Background: an optimization exercise with open tools, aiming at small area, a short achievable clock period and few clock cycles per item. Do not read the settings as production practice.
The RTL was checked by simulation tests, not by an equivalence proof against the original design.

==> flow/design.v <==
`timescale 1ns / 1ps
`default_nettype none
package sule_pkg;
  localparam int DATA_W           = 32;
  localparam int REQ_W            = 2;
  localparam int STAT_W           = 2;
  localparam int OUT_W            = 6;
  localparam int DEFAULT_CAPACITY = 32;
  localparam logic [REQ_W-1:0] REQ_INSERT = 2'd0;
  localparam logic [REQ_W-1:0] REQ_REMOVE = 2'd1;
  localparam logic [REQ_W-1:0] REQ_SEARCH = 2'd2;
  localparam logic [STAT_W-1:0] ST_DONE    = 2'd0;
  localparam logic [STAT_W-1:0] ST_PRESENT = 2'd1;
  localparam logic [STAT_W-1:0] ST_ABSENT  = 2'd2;
  localparam logic [STAT_W-1:0] ST_FULL    = 2'd3;
endpackage
`default_nettype wire
`timescale 1ns / 1ps
`default_nettype none
module sule_ctrl #(
  parameter int CAPACITY = sule_pkg::DEFAULT_CAPACITY
) (
  input  wire logic                               clk,
  input  wire logic                               rst,
  input  wire logic                               req_valid,
  output logic                                    req_stall,
  input  wire logic [sule_pkg::REQ_W-1:0]         req_type,
  input  wire logic signed [sule_pkg::DATA_W-1:0] value,
  output logic                                    rsp_valid,
  input  wire logic                               rsp_stall,
  output logic [sule_pkg::STAT_W-1:0]             status,
  output logic [sule_pkg::OUT_W-1:0]              position,
  output logic [sule_pkg::OUT_W-1:0]              count,
  output logic signed [sule_pkg::DATA_W-1:0]      val,
  output logic                                    ins,
  output logic                                    rem,
  input  wire logic [CAPACITY-1:0]                lt,
  input  wire logic                               hit,
  input  wire logic                               full
);
  localparam int NG    = CAPACITY / 8;    
  localparam int DEPTH = 5;               
  localparam int RW    = sule_pkg::STAT_W + sule_pkg::OUT_W + 2;
  logic                       s0_v;
  logic [sule_pkg::REQ_W-1:0] s0_type;
  logic                       accept;
  assign accept = req_valid & ~req_stall;
  always_ff @(posedge clk) begin
    val     <= value;
    s0_type <= req_type;
    if (rst) begin
      s0_v <= 1'b0;
    end else begin
      s0_v <= accept;
    end
  end
  assign ins = s0_v & (s0_type == sule_pkg::REQ_INSERT);
  assign rem = s0_v & (s0_type == sule_pkg::REQ_REMOVE);
  logic                s1_v;
  logic                s1_ins, s1_rem;
  logic                s1_hit, s1_full;
  logic [CAPACITY-1:0] s1_lt;
  always_ff @(posedge clk) begin
    s1_ins  <= (s0_type == sule_pkg::REQ_INSERT);
    s1_rem  <= (s0_type == sule_pkg::REQ_REMOVE);
    s1_hit  <= hit;
    s1_full <= full;
    s1_lt   <= lt;
    if (rst) begin
      s1_v <= 1'b0;
    end else begin
      s1_v <= s0_v;
    end
  end
  logic                        ins_ok, rem_ok;
  logic [sule_pkg::STAT_W-1:0] st2;
  logic [3:0]                  pc2 [NG];
  assign ins_ok = s1_v & s1_ins & ~s1_hit & ~s1_full;
  assign rem_ok = s1_v & s1_rem & s1_hit;
  always_comb begin
    if (s1_ins) begin
      st2 = s1_hit  ? sule_pkg::ST_PRESENT :
            s1_full ? sule_pkg::ST_FULL    : sule_pkg::ST_DONE;
    end else begin
      st2 = s1_hit ? sule_pkg::ST_DONE : sule_pkg::ST_ABSENT;
    end
    for (int g = 0; g < NG; g++) begin
      pc2[g] = (4'(s1_lt[8*g])   + 4'(s1_lt[8*g+1]) + 4'(s1_lt[8*g+2])) +
               (4'(s1_lt[8*g+3]) + 4'(s1_lt[8*g+4]) + 4'(s1_lt[8*g+5])) +
               (4'(s1_lt[8*g+6]) + 4'(s1_lt[8*g+7]));
    end
  end
  logic                        s2_v;
  logic [sule_pkg::STAT_W-1:0] s2_st;
  logic [1:0]                  s2_dc;    
  logic [3:0]                  s2_pc [NG];
  always_ff @(posedge clk) begin
    s2_st  <= st2;
    s2_dc  <= {ins_ok, rem_ok};
    for (int g = 0; g < NG; g++) begin
      s2_pc[g] <= pc2[g];
    end
    if (rst) begin
      s2_v <= 1'b0;
    end else begin
      s2_v <= s1_v;
    end
  end
  logic [5:0] pos3;
  always_comb begin
    pos3 = '0;
    for (int g = 0; g < NG; g++) begin
      pos3 = pos3 + 6'(s2_pc[g]);
    end
  end
  logic [RW-1:0]    q_d [DEPTH];
  logic [DEPTH-1:0] q_v;
  logic [RW-1:0]    push_d;
  logic             pop;
  logic [RW-1:0]    src_d [DEPTH];
  logic [DEPTH-1:0] src_v;
  logic [DEPTH-1:0] put;
  assign push_d = {s2_st, pos3, s2_dc};
  assign pop    = q_v[0] & ~rsp_stall;
  always_comb begin
    for (int j = 0; j < DEPTH; j++) begin
      if (pop) begin
        src_v[j] = (j + 1 < DEPTH) ? q_v[(j+1)%DEPTH] : 1'b0;
        src_d[j] = q_d[(j+1)%DEPTH];
      end else begin
        src_v[j] = q_v[j];
        src_d[j] = q_d[j];
      end
    end
    for (int j = 0; j < DEPTH; j++) begin
      put[j] = s2_v & ~src_v[j] & ((j == 0) ? 1'b1 : src_v[(j+DEPTH-1)%DEPTH]);
    end
  end
  logic [RW-1:0]              head_d;
  logic                       head_new;
  logic [sule_pkg::OUT_W-1:0] cnt_q;
  assign head_d   = put[0] ? push_d : src_d[0];
  assign head_new = put[0] | (pop & q_v[(1)%DEPTH]);
  always_ff @(posedge clk) begin
    for (int j = 1; j < DEPTH; j++) begin
      q_d[j] <= put[j] ? push_d : src_d[j];
    end
    if (rst) begin
      q_d[0] <= '0;
      q_v    <= '0;
      cnt_q  <= '0;
    end else begin
      q_d[0] <= head_d;
      q_v    <= src_v | put;
      if (head_new) begin
        cnt_q <= cnt_q + sule_pkg::OUT_W'(head_d[1]) - sule_pkg::OUT_W'(head_d[0]);
      end
    end
  end
  assign rsp_valid = q_v[0];
  assign status    = q_d[0][RW-1 -: sule_pkg::STAT_W];
  assign position  = q_d[0][2 +: sule_pkg::OUT_W];
  assign count     = cnt_q;
  logic [DEPTH-1:0] inwork;
  logic             up, down;
  assign up        = accept & ~pop;
  assign down      = pop & ~accept;
  assign req_stall = inwork[DEPTH-1];
  always_ff @(posedge clk) begin
    if (rst) begin
      inwork <= '0;
    end else if (up) begin
      inwork <= {inwork[DEPTH-2:0], 1'b1};
    end else if (down) begin
      inwork <= {1'b0, inwork[DEPTH-1:1]};
    end
  end
endmodule
`default_nettype wire
`timescale 1ns / 1ps
`default_nettype none
module sule_dp #(
  parameter int CAPACITY = sule_pkg::DEFAULT_CAPACITY
) (
  input  wire logic                               clk,
  input  wire logic                               rst,
  input  wire logic signed [sule_pkg::DATA_W-1:0] val,    
  input  wire logic                               ins,    
  input  wire logic                               rem,    
  output logic [CAPACITY-1:0]                     lt,     
  output logic                                    hit,    
  output logic                                    full    
);
  localparam int AW = $clog2(CAPACITY);
  logic signed [sule_pkg::DATA_W-1:0] ent [CAPACITY];
  logic [CAPACITY-1:0]                vld;
  logic [CAPACITY-1:0]                vld_eff;
  logic [CAPACITY-1:0]                eq;
  logic [CAPACITY-1:0]                all_below;
  logic [CAPACITY-1:0]                free1;
  logic [AW-1:0]                      free_idx;
  logic [AW-1:0]                      hit_idx;
  logic [AW-1:0]                      kill_idx;   
  logic                               kill;       
  always_comb begin
    for (int i = 0; i < CAPACITY; i++) begin
      vld_eff[i] = vld[i] & ~(kill & (kill_idx == AW'(i)));
    end
    full = &vld_eff;
  end
  always_comb begin
    for (int i = 0; i < CAPACITY; i++) begin
      eq[i] = vld_eff[i] & (ent[i] == val);
      lt[i] = vld_eff[i] & (ent[i] < val);
    end
    hit = |eq;
    hit_idx = '0;
    for (int i = 0; i < CAPACITY; i++) begin
      hit_idx = hit_idx | ({AW{eq[i]}} & AW'(i));
    end
  end
  always_comb begin
    all_below[0] = 1'b1;
    for (int i = 1; i < CAPACITY; i++) begin
      all_below[i] = all_below[i-1] & vld_eff[i-1];
    end
    free1 = ~vld_eff & all_below;
    free_idx = '0;
    for (int i = 0; i < CAPACITY; i++) begin
      free_idx = free_idx | ({AW{free1[i]}} & AW'(i));
    end
  end
  always_ff @(posedge clk) begin
    for (int i = 0; i < CAPACITY; i++) begin
      if (!vld_eff[i]) begin
        ent[i] <= val;
      end
    end
  end
  always_ff @(posedge clk) begin
    kill_idx <= ins ? free_idx : hit_idx;
    if (rst) begin
      vld  <= '0;
      kill <= 1'b0;
    end else begin
      vld  <= vld_eff | ({CAPACITY{ins}} & free1);
      kill <= hit & ((ins & ~full) | rem);
    end
  end
endmodule
`default_nettype wire
`timescale 1ns / 1ps
`default_nettype none
module sorted_unique_list_engine #(
  parameter int CAPACITY = sule_pkg::DEFAULT_CAPACITY
) (
  input  wire logic                               clk,
  input  wire logic                               rst,
  input  wire logic                               req_valid,
  output logic                                    req_stall,
  input  wire logic [sule_pkg::REQ_W-1:0]         req_type,
  input  wire logic signed [sule_pkg::DATA_W-1:0] value,
  output logic                                    rsp_valid,
  input  wire logic                               rsp_stall,
  output logic [sule_pkg::STAT_W-1:0]             status,
  output logic [sule_pkg::OUT_W-1:0]              position,
  output logic [sule_pkg::OUT_W-1:0]              count
);
  logic signed [sule_pkg::DATA_W-1:0] val;
  logic                               ins, rem;
  logic [CAPACITY-1:0]                lt;
  logic                               hit;
  logic                               full;
  sule_ctrl #(
    .CAPACITY (CAPACITY)
  ) u_ctrl (
    .clk       (clk),
    .rst       (rst),
    .req_valid (req_valid),
    .req_stall (req_stall),
    .req_type  (req_type),
    .value     (value),
    .rsp_valid (rsp_valid),
    .rsp_stall (rsp_stall),
    .status    (status),
    .position  (position),
    .count     (count),
    .val       (val),
    .ins       (ins),
    .rem       (rem),
    .lt        (lt),
    .hit       (hit),
    .full      (full)
  );
  sule_dp #(
    .CAPACITY (CAPACITY)
  ) u_dp (
    .clk (clk),
    .rst (rst),
    .val (val),
    .ins (ins),
    .rem (rem),
    .lt  (lt),
    .hit (hit),
    .full (full)
  );
endmodule
`default_nettype wire
clock: 8.0 ns
lec_check: 0
abc_area: 1
cap_margin: 5
core_margin: 2
core_utilization: 60
cts_cluster_diameter: 100
cts_cluster_size: 30
setup_slack_margin: 5.0
slew_margin: 5
run.sh (not shown) runs the stock make flow with config.mk's settings and CLKGATE_MAP_FILE= SYNTH_SCRIPT=/design/flow/synth_recipe.tcl, a recipe that flattens the netlist after the stock synthesis.
The starting point finished clean.
Testbench counts at the start, summed over its fixed seeds: cycles 4,032, items 4,000.
Edit:
--- a/flow/config.mk
+++ b/flow/config.mk
@@ -9 +9 @@
-export CAP_MARGIN = 5
+export CAP_MARGIN = 20
@@ -15 +15 @@
-export SLEW_MARGIN = 5
+export SLEW_MARGIN = 20
The new run finished clean.
Worst hold slack hardly moves.
Die area is unchanged.
Core utilization climbs by 0.12 points.
Routed wire length hardly moves.

## what the ideal ports hide
The results above use ideal ports. As a check the final layouts listed here were re-extracted and re-timed, cells and wires unchanged.
Step 1, drivers: a clkbuf_16 drives clk and a buf_2 each remaining input, both assumed.
Step 2 moves the port delays by t, midway between the first and last clock arrival at a register: inputs arrive t later, outputs are due t later. That takes back most of the time a late clock gives input paths.
a / b / c = ideal ports / drivers / drivers and shift; a / b = the first two.
run | t, ns | setup slack, ns | clock arrival spread, ns | cell pins on the clock port's net
the first run | 0.774 | 4.934 / 4.934 / 4.252 | 0.034 / 0.033 | 1
the second run | 0.761 | 4.998 / 4.977 / 4.272 | 0.038 / 0.038 | 1
After both steps every run listed still meets setup and hold. For the second run, which loses most, drivers alone change the setup slack by -0.021 ns; drivers and shift together by -0.726 ns.
